From an optimization exercise on the open Yosys and OpenROAD flow, aimed at a short achievable clock period and few clock cycles; shortcuts taken in it are not production practice. At most, simulation tests tie the RTL to the original design; equivalence was not proved. No activity file was given, so power comes from the tool's default toggle rates.

run A:
==> flow/design.v <==
module yrow_delta_integrator #(
  parameter int DATA_W     = 24,
  parameter int ENTRIES    = 5,
  parameter int ADDR_W     = 16
) (
  input  logic                     clk,
  input  logic                     rst_n,
  input  logic                     chng_valid,
  output logic                     chng_ready,
  input  logic [ADDR_W-1:0]        chng_row,
  input  logic [ADDR_W-1:0]        chng_col,
  input  logic [DATA_W-1:0]        chng_real,
  input  logic [DATA_W-1:0]        chng_img,
  input  logic                     filt_EN,
  output logic                     op_rd_req,
  output logic [ADDR_W-1:0]        op_y_row,
  input  logic [ENTRIES*2*DATA_W-1:0] ymem_data,
  input  logic                     yMemDataReady,
  output logic                     op_wr_en,
  output logic [ENTRIES*2*DATA_W-1:0] op_wr_data,
  output logic [2*DATA_W-1:0]      op_yVal1,
  output logic [2*DATA_W-1:0]      op_yVal2,
  output logic                     op_EX_EN,
  input  logic                     exModDone,
  output logic                     op_Done,
  output logic                     op_colErr
);
  localparam int ENT_W = 2 * DATA_W;
  localparam int ROW_W = ENTRIES * ENT_W;
  localparam int NGRP = DATA_W / 2;
  function automatic logic [DATA_W-1:0] sat_add(input logic [DATA_W-1:0] a,
                                                input logic [DATA_W-1:0] b,
                                                input logic [4*NGRP-1:0] bb);
    logic [NGRP-1:0]   gg, gt, cg, cp, gc;
    logic [DATA_W-1:0] c, s;
    logic              a0, a1, b0, ovf;
    for (int k = 0; k < NGRP; k++) begin
      a0 = a[2*k];
      a1 = a[2*k+1];
      gg[k] = (bb[4*k+3] & (a1 | a0)) | (bb[4*k+2] & a1) | (bb[4*k+1] & a1 & a0);
      gt[k] = bb[4*k+3] | (bb[4*k+2] & (a1 | a0)) | (bb[4*k+1] & a1) | (bb[4*k] & a1 & a0);
    end
    cg = gg;
    cp = gt;
    for (int d = 1; d < NGRP; d = d * 2) begin
      for (int i = NGRP - 1; i >= d; i--) begin
        cg[i] = cg[i] | (cp[i] & cg[i-d]);
        cp[i] = cp[i] & cp[i-d];
      end
    end
    gc = {cg[NGRP-2:0], 1'b0};
    for (int k = 0; k < NGRP; k++) begin
      a0 = a[2*k];
      b0 = bb[4*k+1] | bb[4*k+3];
      c[2*k]   = gc[k];
      c[2*k+1] = (a0 & b0) | ((a0 | b0) & gc[k]);
    end
    s = a ^ (b ^ c);
    ovf = b[DATA_W-1] ? (a[DATA_W-1] & ~c[DATA_W-1]) : (~a[DATA_W-1] & c[DATA_W-1]);
    for (int i = 0; i < DATA_W - 1; i++) sat_add[i] = ovf ? ~b[DATA_W-1] : s[i];
    sat_add[DATA_W-1] = b[DATA_W-1] ? (a[DATA_W-1] | ~c[DATA_W-1]) : (a[DATA_W-1] & ~c[DATA_W-1]);
  endfunction
  function automatic logic [4*NGRP-1:0] digits(input logic [DATA_W-1:0] v);
    for (int k = 0; k < NGRP; k++) begin
      for (int j = 0; j < 4; j++) digits[4*k+j] = (v[2*k +: 2] == 2'(j));
    end
  endfunction
  logic               held_q, chng_ready_q, op_rd_req_q, op_ex_en_q, ex_wait_q;
  logic               op_done_q, op_col_err_q;
  logic [ADDR_W-1:0]  op_y_row_q;
  logic [ENTRIES-1:0] cur_sel_q;
  logic [DATA_W-1:0]  cur_re_q, cur_im_q;
  logic [4*NGRP-1:0]  cur_re_bb_q, cur_im_bb_q;
  logic [ENTRIES-1:0] in_sel_s;
  logic               in_good_s, take_s, push_s, free_s, start_s, held_d, rd_d;
  always_comb begin
    for (int k = 0; k < ENTRIES; k++) in_sel_s[k] = (chng_col == ADDR_W'(k));
  end
  assign in_good_s = |in_sel_s;
  assign take_s    = chng_valid & chng_ready_q;
  assign push_s    = take_s & in_good_s;
  assign free_s    = ~(op_rd_req_q | op_ex_en_q | ex_wait_q) | (ex_wait_q & exModDone);
  assign start_s   = free_s & filt_EN & held_q;
  assign held_d    = (held_q & ~start_s) | push_s;
  assign rd_d      = start_s | (op_rd_req_q & ~yMemDataReady);
  always_ff @(posedge clk or negedge rst_n) begin
    if (!rst_n) begin
      held_q       <= 1'b0;
      chng_ready_q <= 1'b1;
      op_rd_req_q  <= 1'b0;
      op_ex_en_q   <= 1'b0;
      ex_wait_q    <= 1'b0;
      op_done_q    <= 1'b1;
      op_col_err_q <= 1'b0;
    end else begin
      held_q       <= held_d;
      chng_ready_q <= ~held_d & ~rd_d;
      op_rd_req_q  <= rd_d;
      op_ex_en_q   <= op_rd_req_q & yMemDataReady;
      ex_wait_q    <= op_ex_en_q | (ex_wait_q & ~exModDone);
      op_done_q    <= ~held_q & ~op_rd_req_q & ~op_ex_en_q & ~(ex_wait_q & ~exModDone);
      op_col_err_q <= op_col_err_q | (take_s & ~in_good_s);
    end
  end
  always_ff @(posedge clk) begin
    if (chng_ready_q) begin
      op_y_row_q <= chng_row;
      cur_sel_q  <= in_sel_s;
      cur_re_q   <= chng_real;
      cur_im_q   <= chng_img;
      cur_re_bb_q <= digits(chng_real);
      cur_im_bb_q <= digits(chng_img);
    end
  end
  logic [ROW_W-1:0] new_row_s;
  logic [ENT_W-1:0] old_ent_s, new_ent_s;
  logic [ROW_W-1:0] op_wr_data_q;
  logic [ENT_W-1:0] op_yval1_q, op_yval2_q;
  always_comb begin
    old_ent_s = '0;
    new_ent_s = '0;
    for (int k = 0; k < ENTRIES; k++) begin
      logic [ENT_W-1:0] ent, upd;
      ent = ymem_data[k*ENT_W +: ENT_W];
      upd = {sat_add(ent[DATA_W +: DATA_W], cur_re_q, cur_re_bb_q),
             sat_add(ent[0 +: DATA_W], cur_im_q, cur_im_bb_q)};
      new_row_s[k*ENT_W +: ENT_W] = cur_sel_q[k] ? upd : ent;
      old_ent_s = old_ent_s | (cur_sel_q[k] ? ent : '0);
      new_ent_s = new_ent_s | (cur_sel_q[k] ? upd : '0);
    end
  end
  always_ff @(posedge clk) begin
    op_wr_data_q <= new_row_s;
    op_yval1_q   <= old_ent_s;
    op_yval2_q   <= new_ent_s;
  end
  assign chng_ready = chng_ready_q;
  assign op_rd_req  = op_rd_req_q;
  assign op_y_row   = op_y_row_q;
  assign op_wr_en   = op_ex_en_q;
  assign op_wr_data = op_wr_data_q;
  assign op_yVal1   = op_yval1_q;
  assign op_yVal2   = op_yval2_q;
  assign op_EX_EN   = op_ex_en_q;
  assign op_Done    = op_done_q;
  assign op_colErr  = op_col_err_q;
endmodule
clock: 6.0 ns
lec_check: 0
cap_margin: 20
core_margin: 2
core_utilization: 40
setup_slack_margin: 3.5
slew_margin: 20
run.sh (not shown) runs the stock make flow with config.mk's settings and CLKGATE_MAP_FILE= SYNTH_SCRIPT=/design/flow/synth_recipe.tcl, a recipe that flattens the netlist after the stock synthesis.
Input-level comparison between run B and run A:
==> flow/design.v <==
module yrow_delta_integrator #(
  parameter int DATA_W     = 24,
  parameter int ENTRIES    = 5,
  parameter int ADDR_W     = 16
) (
  input  logic                     clk,
  input  logic                     rst_n,
  input  logic                     chng_valid,
  output logic                     chng_ready,
  input  logic [ADDR_W-1:0]        chng_row,
  input  logic [ADDR_W-1:0]        chng_col,
  input  logic [DATA_W-1:0]        chng_real,
  input  logic [DATA_W-1:0]        chng_img,
  input  logic                     filt_EN,
  output logic                     op_rd_req,
  output logic [ADDR_W-1:0]        op_y_row,
  input  logic [ENTRIES*2*DATA_W-1:0] ymem_data,
  input  logic                     yMemDataReady,
  output logic                     op_wr_en,
  output logic [ENTRIES*2*DATA_W-1:0] op_wr_data,
  output logic [2*DATA_W-1:0]      op_yVal1,
  output logic [2*DATA_W-1:0]      op_yVal2,
  output logic                     op_EX_EN,
  input  logic                     exModDone,
  output logic                     op_Done,
  output logic                     op_colErr
);
  localparam int ENT_W = 2 * DATA_W;
  localparam int ROW_W = ENTRIES * ENT_W;
  function automatic logic [DATA_W-1:0] sat_add(input logic [DATA_W-1:0] a,
                                                input logic [DATA_W-1:0] b);
    logic [DATA_W-1:0] g, p, cg, cp, c, s;
    logic              ovf_pos, ovf_neg;
    g  = a & b;
    p  = a | b;
    cg = g;
    cp = p;
    for (int d = 1; d < DATA_W; d = d * 2) begin
      for (int i = DATA_W - 1; i >= d; i--) begin
        cg[i] = cg[i] | (cp[i] & cg[i-d]);
        cp[i] = cp[i] & cp[i-d];
      end
    end
    c = {cg[DATA_W-2:0], 1'b0};
    s = a ^ (b ^ c);
    ovf_pos = ~b[DATA_W-1] & ~a[DATA_W-1] & c[DATA_W-1];
    ovf_neg = b[DATA_W-1] & a[DATA_W-1] & ~c[DATA_W-1];
    if (ovf_pos)
      sat_add = {1'b0, {(DATA_W-1){1'b1}}};
    else if (ovf_neg)
      sat_add = {1'b1, {(DATA_W-1){1'b0}}};
    else
      sat_add = s;
  endfunction
  logic               held_q, chng_ready_q, op_rd_req_q, op_ex_en_q, ex_wait_q;
  logic               op_done_q, op_col_err_q;
  logic [ADDR_W-1:0]  op_y_row_q;
  logic [ENTRIES-1:0] cur_sel_q;
  logic [DATA_W-1:0]  cur_re_q, cur_im_q;
  logic [ENTRIES-1:0] in_sel_s;
  logic               in_good_s, take_s, push_s, free_s, start_s, held_d, rd_d;
  always_comb begin
    for (int k = 0; k < ENTRIES; k++) in_sel_s[k] = (chng_col == ADDR_W'(k));
  end
  assign in_good_s = |in_sel_s;
  assign take_s    = chng_valid & chng_ready_q;
  assign push_s    = take_s & in_good_s;
  assign free_s    = ~(op_rd_req_q | op_ex_en_q | ex_wait_q) | (ex_wait_q & exModDone);
  assign start_s   = free_s & filt_EN & held_q;
  assign held_d    = (held_q & ~start_s) | push_s;
  assign rd_d      = start_s | (op_rd_req_q & ~yMemDataReady);
  always_ff @(posedge clk or negedge rst_n) begin
    if (!rst_n) begin
      held_q       <= 1'b0;
      chng_ready_q <= 1'b1;
      op_rd_req_q  <= 1'b0;
      op_ex_en_q   <= 1'b0;
      ex_wait_q    <= 1'b0;
      op_done_q    <= 1'b1;
      op_col_err_q <= 1'b0;
    end else begin
      held_q       <= held_d;
      chng_ready_q <= ~held_d & ~rd_d;
      op_rd_req_q  <= rd_d;
      op_ex_en_q   <= op_rd_req_q & yMemDataReady;
      ex_wait_q    <= op_ex_en_q | (ex_wait_q & ~exModDone);
      op_done_q    <= ~held_q & ~op_rd_req_q & ~op_ex_en_q & ~(ex_wait_q & ~exModDone);
      op_col_err_q <= op_col_err_q | (take_s & ~in_good_s);
    end
  end
  always_ff @(posedge clk) begin
    if (chng_ready_q) begin
      op_y_row_q <= chng_row;
      cur_sel_q  <= in_sel_s;
      cur_re_q   <= chng_real;
      cur_im_q   <= chng_img;
    end
  end
  logic [ROW_W-1:0] new_row_s;
  logic [ENT_W-1:0] old_ent_s, new_ent_s;
  logic [ROW_W-1:0] op_wr_data_q;
  logic [ENT_W-1:0] op_yval1_q, op_yval2_q;
  always_comb begin
    old_ent_s = '0;
    new_ent_s = '0;
    for (int k = 0; k < ENTRIES; k++) begin
      logic [ENT_W-1:0] ent, upd;
      ent = ymem_data[k*ENT_W +: ENT_W];
      upd = {sat_add(ent[DATA_W +: DATA_W], cur_re_q), sat_add(ent[0 +: DATA_W], cur_im_q)};
      new_row_s[k*ENT_W +: ENT_W] = cur_sel_q[k] ? upd : ent;
      old_ent_s = old_ent_s | (cur_sel_q[k] ? ent : '0);
      new_ent_s = new_ent_s | (cur_sel_q[k] ? upd : '0);
    end
  end
  always_ff @(posedge clk) begin
    op_wr_data_q <= new_row_s;
    op_yval1_q   <= old_ent_s;
    op_yval2_q   <= new_ent_s;
  end
  assign chng_ready = chng_ready_q;
  assign op_rd_req  = op_rd_req_q;
  assign op_y_row   = op_y_row_q;
  assign op_wr_en   = op_ex_en_q;
  assign op_wr_data = op_wr_data_q;
  assign op_yVal1   = op_yval1_q;
  assign op_yVal2   = op_yval2_q;
  assign op_EX_EN   = op_ex_en_q;
  assign op_Done    = op_done_q;
  assign op_colErr  = op_col_err_q;
endmodule
### Flow results
In summary, run B completed successfully, with a layout that passed the timing, DRC and antenna checks.
Taking run B over run A, the power in combinational cells ratio works out to 1.19.
Run B ended with more static leakage than run A.
Global-route usage over all layers: run B and run A compared, lower one is run A
Compare run B and run A | power dissipated in the clock network lower: run B
Comparing fmax for run B and run A, the bigger number came from run A.
Diff run A -> run B | minimum period implied by the final worst setup slack | increase of 0.10 ns
The sequential fraction of total cell area of run B falls short of that of run A by 6.0 points.
The length in cells of the worst reg-to-reg path reported for run B is greater than that of run A by 4.
Diff run A..run B | final hold violation count | unchanged
No run of this note included a check of the RTL's function; only the layout flow was run.

* * *

yrow_delta_integrator, a different RTL version from the one above (not shown whole).
For scale: roughly 6000 cells after synthesis, roughly 0.038 sq mm of cells after synthesis.
==> flow/design.v (excerpt) <==
module yrow_delta_integrator #(
  parameter int DATA_W     = 24,
  parameter int ENTRIES    = 5,
  parameter int ADDR_W     = 16
) (
  input  logic                     clk,
  input  logic                     rst_n,
  input  logic                     chng_valid,
  output logic                     chng_ready,
  input  logic [ADDR_W-1:0]        chng_row,
  input  logic [ADDR_W-1:0]        chng_col,
  input  logic [DATA_W-1:0]        chng_real,
  input  logic [DATA_W-1:0]        chng_img,
  input  logic                     filt_EN,
  output logic                     op_rd_req,
  output logic [ADDR_W-1:0]        op_y_row,
  input  logic [ENTRIES*2*DATA_W-1:0] ymem_data,
  input  logic                     yMemDataReady,
  output logic                     op_wr_en,
  output logic [ENTRIES*2*DATA_W-1:0] op_wr_data,
  output logic [2*DATA_W-1:0]      op_yVal1,
  output logic [2*DATA_W-1:0]      op_yVal2,
  output logic                     op_EX_EN,
  input  logic                     exModDone,
  output logic                     op_Done,
  output logic                     op_colErr
);
  localparam int ENT_W = 2 * DATA_W;
  localparam int ROW_W = ENTRIES * ENT_W;
  logic               held_q, chng_ready_q, op_rd_req_q, op_ex_en_q, ex_wait_q;
  logic               op_done_q, op_col_err_q;
  logic [ADDR_W-1:0]  op_y_row_q;
  logic [ENTRIES-1:0] cur_sel_q;
  logic [DATA_W-1:0]  cur_re_q, cur_im_q;
  logic [ENTRIES-1:0] in_sel_s;
  logic               in_good_s, take_s, push_s, free_s, start_s, held_d, rd_d;
  always_comb begin
    for (int k = 0; k < ENTRIES; k++) in_sel_s[k] = (chng_col == ADDR_W'(k));
  end
  assign in_good_s = |in_sel_s;
  assign take_s    = chng_valid & chng_ready_q;
  assign push_s    = take_s & in_good_s;
  assign free_s    = ~(op_rd_req_q | op_ex_en_q | ex_wait_q) | (ex_wait_q & exModDone);
  ...
==> module yrow_delta_integrator, before the edit <==
module yrow_delta_integrator #(
  parameter int DATA_W     = 24,
  parameter int ENTRIES    = 5,
  parameter int ADDR_W     = 16
) (
  input  logic                     clk,
  input  logic                     rst_n,
  input  logic                     chng_valid,
  output logic                     chng_ready,
  input  logic [ADDR_W-1:0]        chng_row,
  input  logic [ADDR_W-1:0]        chng_col,
  input  logic [DATA_W-1:0]        chng_real,
  input  logic [DATA_W-1:0]        chng_img,
  input  logic                     filt_EN,
  output logic                     op_rd_req,
  output logic [ADDR_W-1:0]        op_y_row,
  input  logic [ENTRIES*2*DATA_W-1:0] ymem_data,
  input  logic                     yMemDataReady,
  output logic                     op_wr_en,
  output logic [ENTRIES*2*DATA_W-1:0] op_wr_data,
  output logic [2*DATA_W-1:0]      op_yVal1,
  output logic [2*DATA_W-1:0]      op_yVal2,
  output logic                     op_EX_EN,
  input  logic                     exModDone,
  output logic                     op_Done,
  output logic                     op_colErr
);
  localparam int ENT_W = 2 * DATA_W;
  localparam int ROW_W = ENTRIES * ENT_W;
  logic               held_q, chng_ready_q, op_rd_req_q, op_ex_en_q, ex_wait_q;
  logic               op_done_q, op_col_err_q;
  logic [ADDR_W-1:0]  op_y_row_q;
  logic [ENTRIES-1:0] cur_sel_q;
  logic [DATA_W-1:0]  cur_re_q, cur_im_q;
  logic [ENTRIES-1:0] in_sel_s;
  logic               in_good_s, take_s, push_s, free_s, start_s, held_d, rd_d;
  always_comb begin
    for (int k = 0; k < ENTRIES; k++) in_sel_s[k] = (chng_col == ADDR_W'(k));
  end
  assign in_good_s = |in_sel_s;
  assign take_s    = chng_valid & chng_ready_q;
  assign push_s    = take_s & in_good_s;
  assign free_s    = ~(op_rd_req_q | op_ex_en_q | ex_wait_q) | (ex_wait_q & exModDone);
  assign start_s   = free_s & filt_EN & (held_q | push_s);
  assign held_d    = (held_q | push_s) & ~start_s;
  assign rd_d      = start_s | (op_rd_req_q & ~yMemDataReady);
  always_ff @(posedge clk or negedge rst_n) begin
    if (!rst_n) begin
      held_q       <= 1'b0;
      chng_ready_q <= 1'b0;
      op_rd_req_q  <= 1'b0;
      op_ex_en_q   <= 1'b0;
      ex_wait_q    <= 1'b0;
      op_done_q    <= 1'b0;
      op_col_err_q <= 1'b0;
    end else begin
      held_q       <= held_d;
      chng_ready_q <= ~held_d & ~rd_d;
      op_rd_req_q  <= rd_d;
      op_ex_en_q   <= op_rd_req_q & yMemDataReady;
      ex_wait_q    <= op_ex_en_q | (ex_wait_q & ~exModDone);
      op_done_q    <= ~held_q & ~op_rd_req_q & ~op_ex_en_q & ~(ex_wait_q & ~exModDone);
      op_col_err_q <= op_col_err_q | (take_s & ~in_good_s);
    end
  end
  logic load_q;
  always_ff @(posedge clk) begin
    load_q <= ~held_d & ~rd_d;
    if (load_q) begin
      op_y_row_q <= chng_row;
      cur_sel_q  <= in_sel_s;
      cur_re_q   <= chng_real;
      cur_im_q   <= chng_img;
    end
  end
  logic [ROW_W-1:0] upd_s, new_row_s;
  logic [ENT_W-1:0] old_ent_s, new_ent_s;
  logic [ROW_W-1:0] op_wr_data_q;
  logic [ENT_W-1:0] op_yval1_q, op_yval2_q;
  logic [ENTRIES-1:0] cur_nsel_s;
  logic [ROW_W-1:0]   upd_n_s;
  for (genvar k = 0; k < ENTRIES; k++) begin : g_ent
    yrow_inv u_nsel (.a(cur_sel_q[k]), .y(cur_nsel_s[k]));
    yrow_sat_add #(.W(DATA_W)) u_re (
      .a(ymem_data[k*ENT_W + DATA_W +: DATA_W]), .b(cur_re_q),
      .y(upd_s[k*ENT_W + DATA_W +: DATA_W]), .y_n(upd_n_s[k*ENT_W + DATA_W +: DATA_W]));
    yrow_sat_add #(.W(DATA_W)) u_im (
      .a(ymem_data[k*ENT_W +: DATA_W]), .b(cur_im_q),
      .y(upd_s[k*ENT_W +: DATA_W]), .y_n(upd_n_s[k*ENT_W +: DATA_W]));
    for (genvar i = 0; i < ENT_W; i++) begin : g_bit
      logic keep_n;
      yrow_nand2 u_keep (.a(cur_nsel_s[k]), .b(ymem_data[k*ENT_W + i]), .y(keep_n));
      yrow_oai21 u_wr   (.a1(cur_nsel_s[k]), .a2(upd_n_s[k*ENT_W + i]), .b1(keep_n),
                         .y(new_row_s[k*ENT_W + i]));
    end
  end
  logic [ENT_W-1:0] old_ent_n_s;
  for (genvar i = 0; i < ENT_W; i++) begin : g_sel
    logic [ENTRIES-1:0] m_n;
    logic               p_lo, p_hi;
    for (genvar k = 0; k < ENTRIES; k++) begin : g_k
      yrow_nand2 u_m (.a(cur_sel_q[k]), .b(ymem_data[k*ENT_W + i]), .y(m_n[k]));
    end
    if (ENTRIES == 5) begin : g_5
      yrow_nand3 u_lo (.a(m_n[0]), .b(m_n[1]), .c(m_n[2]), .y(p_lo));
      yrow_nand2 u_hi (.a(m_n[3]), .b(m_n[4]), .y(p_hi));
    end else begin : g_g
      assign p_lo = ~&m_n;
      assign p_hi = 1'b0;
    end
    yrow_nor2 u_old_n (.a(p_lo), .b(p_hi), .y(old_ent_n_s[i]));
    yrow_inv  u_old   (.a(old_ent_n_s[i]), .y(old_ent_s[i]));
  end
  yrow_sat_add #(.W(DATA_W), .AINV(1)) u_new_re (
    .a(old_ent_n_s[DATA_W +: DATA_W]), .b(cur_re_q), .y(new_ent_s[DATA_W +: DATA_W]), .y_n());
  yrow_sat_add #(.W(DATA_W), .AINV(1)) u_new_im (
    .a(old_ent_n_s[0 +: DATA_W]), .b(cur_im_q), .y(new_ent_s[0 +: DATA_W]), .y_n());
  always_ff @(posedge clk) begin
    op_wr_data_q <= new_row_s;
    op_yval1_q   <= old_ent_s;
    op_yval2_q   <= new_ent_s;
  end
  assign chng_ready = chng_ready_q;
  assign op_rd_req  = op_rd_req_q;
  assign op_y_row   = op_y_row_q;
  assign op_wr_en   = op_ex_en_q;
  assign op_wr_data = op_wr_data_q;
  assign op_yVal1   = op_yval1_q;
  assign op_yVal2   = op_yval2_q;
  assign op_EX_EN   = op_ex_en_q;
  assign op_Done    = op_done_q;
  assign op_colErr  = op_col_err_q;
endmodule
clock: 6.0 ns
lec_check: 0
cap_margin: 20
core_margin: 2
core_utilization: 40
place_density: 0.75
setup_slack_margin: 4.0
slew_margin: 20
synth_hierarchical: 1
synth_minimum_keep_size: 0
The baseline completed without violations.
Testbench counts at the start, summed over its fixed seeds: cycles 18,617.
Rerun with:
--- a/flow/design.v
+++ b/flow/design.v
@@ -30,7 +30,7 @@
   logic               held_q, chng_ready_q, op_rd_req_q, op_ex_en_q, ex_wait_q;
   logic               op_done_q, op_col_err_q;
   logic [ADDR_W-1:0]  op_y_row_q;
-  logic [ENTRIES-1:0] cur_sel_q;
+  logic [ENTRIES-1:0] cur_sel_q, cur_nsel_q;
   logic [DATA_W-1:0]  cur_re_q, cur_im_q;
   logic [ENTRIES-1:0] in_sel_s;
   logic               in_good_s, take_s, push_s, free_s, start_s, held_d, rd_d;
@@ -69,6 +69,7 @@
     if (load_q) begin
       op_y_row_q <= chng_row;
       cur_sel_q  <= in_sel_s;
+      cur_nsel_q <= ~in_sel_s;
       cur_re_q   <= chng_real;
       cur_im_q   <= chng_img;
     end
@@ -77,10 +78,8 @@
   logic [ENT_W-1:0] old_ent_s, new_ent_s;
   logic [ROW_W-1:0] op_wr_data_q;
   logic [ENT_W-1:0] op_yval1_q, op_yval2_q;
-  logic [ENTRIES-1:0] cur_nsel_s;
   logic [ROW_W-1:0]   upd_n_s;
   for (genvar k = 0; k < ENTRIES; k++) begin : g_ent
-    yrow_inv u_nsel (.a(cur_sel_q[k]), .y(cur_nsel_s[k]));
     yrow_sat_add #(.W(DATA_W)) u_re (
       .a(ymem_data[k*ENT_W + DATA_W +: DATA_W]), .b(cur_re_q),
       .y(upd_s[k*ENT_W + DATA_W +: DATA_W]), .y_n(upd_n_s[k*ENT_W + DATA_W +: DATA_W]));
@@ -89,8 +88,8 @@
       .y(upd_s[k*ENT_W +: DATA_W]), .y_n(upd_n_s[k*ENT_W +: DATA_W]));
     for (genvar i = 0; i < ENT_W; i++) begin : g_bit
       logic keep_n;
-      yrow_nand2 u_keep (.a(cur_nsel_s[k]), .b(ymem_data[k*ENT_W + i]), .y(keep_n));
-      yrow_oai21 u_wr   (.a1(cur_nsel_s[k]), .a2(upd_n_s[k*ENT_W + i]), .b1(keep_n),
+      yrow_nand2 u_keep (.a(cur_nsel_q[k]), .b(ymem_data[k*ENT_W + i]), .y(keep_n));
+      yrow_oai21 u_wr   (.a1(cur_nsel_q[k]), .a2(upd_n_s[k*ENT_W + i]), .b1(keep_n),
                          .y(new_row_s[k*ENT_W + i]));
     end
   end
Effect:
- fmax falls by 0.61%
- cell area shrinks by 0.75%
- power is lower by about 0.6%
- sequential share of layout area went up by 0.35 points
- global-route usage grows by 0.48 points
The RTL of the second run of this note was laid out without a check of its function.

separate check: timing with driven ports:
In the flow no input, the clock included, has a driving cell. The finished layouts below were timed again as built, in two steps.
Step 1 sets driving cells, clkbuf_16 on the clock port and buf_2 on the other inputs (assumed; they add their load-dependent delay and slew).
Step 2 times the ports against the registers' clock, not the clock port: input delays grow and output delays shrink by t, the midpoint of the rising clock arrivals with the driver on.
Three values: ideal ports, drivers, drivers and shift; two values: the first two.
run | t (ns) | setup WS [ns] | worst register clock-pin slew, ns | worst data-port slew with drivers (ns)
run A | 0.702 | 1.931 / 1.958 / 1.256 | 0.07 / 0.07 | 0.14
run B | 0.677 | 1.832 / 1.862 / 1.185 | 0.07 / 0.07 | 0.14
the first run of note 2 | 0.725 | 3.353 / 3.353 / 2.735 | 0.07 / 0.07 | 0.16
the second run of note 2 | 0.716 | 3.337 / 3.337 / 2.683 | 0.07 / 0.07 | 0.14
After both steps every run listed still meets setup and hold. For run A, which loses most, drivers alone change the setup slack by +0.027 ns; drivers and shift together by -0.675 ns.
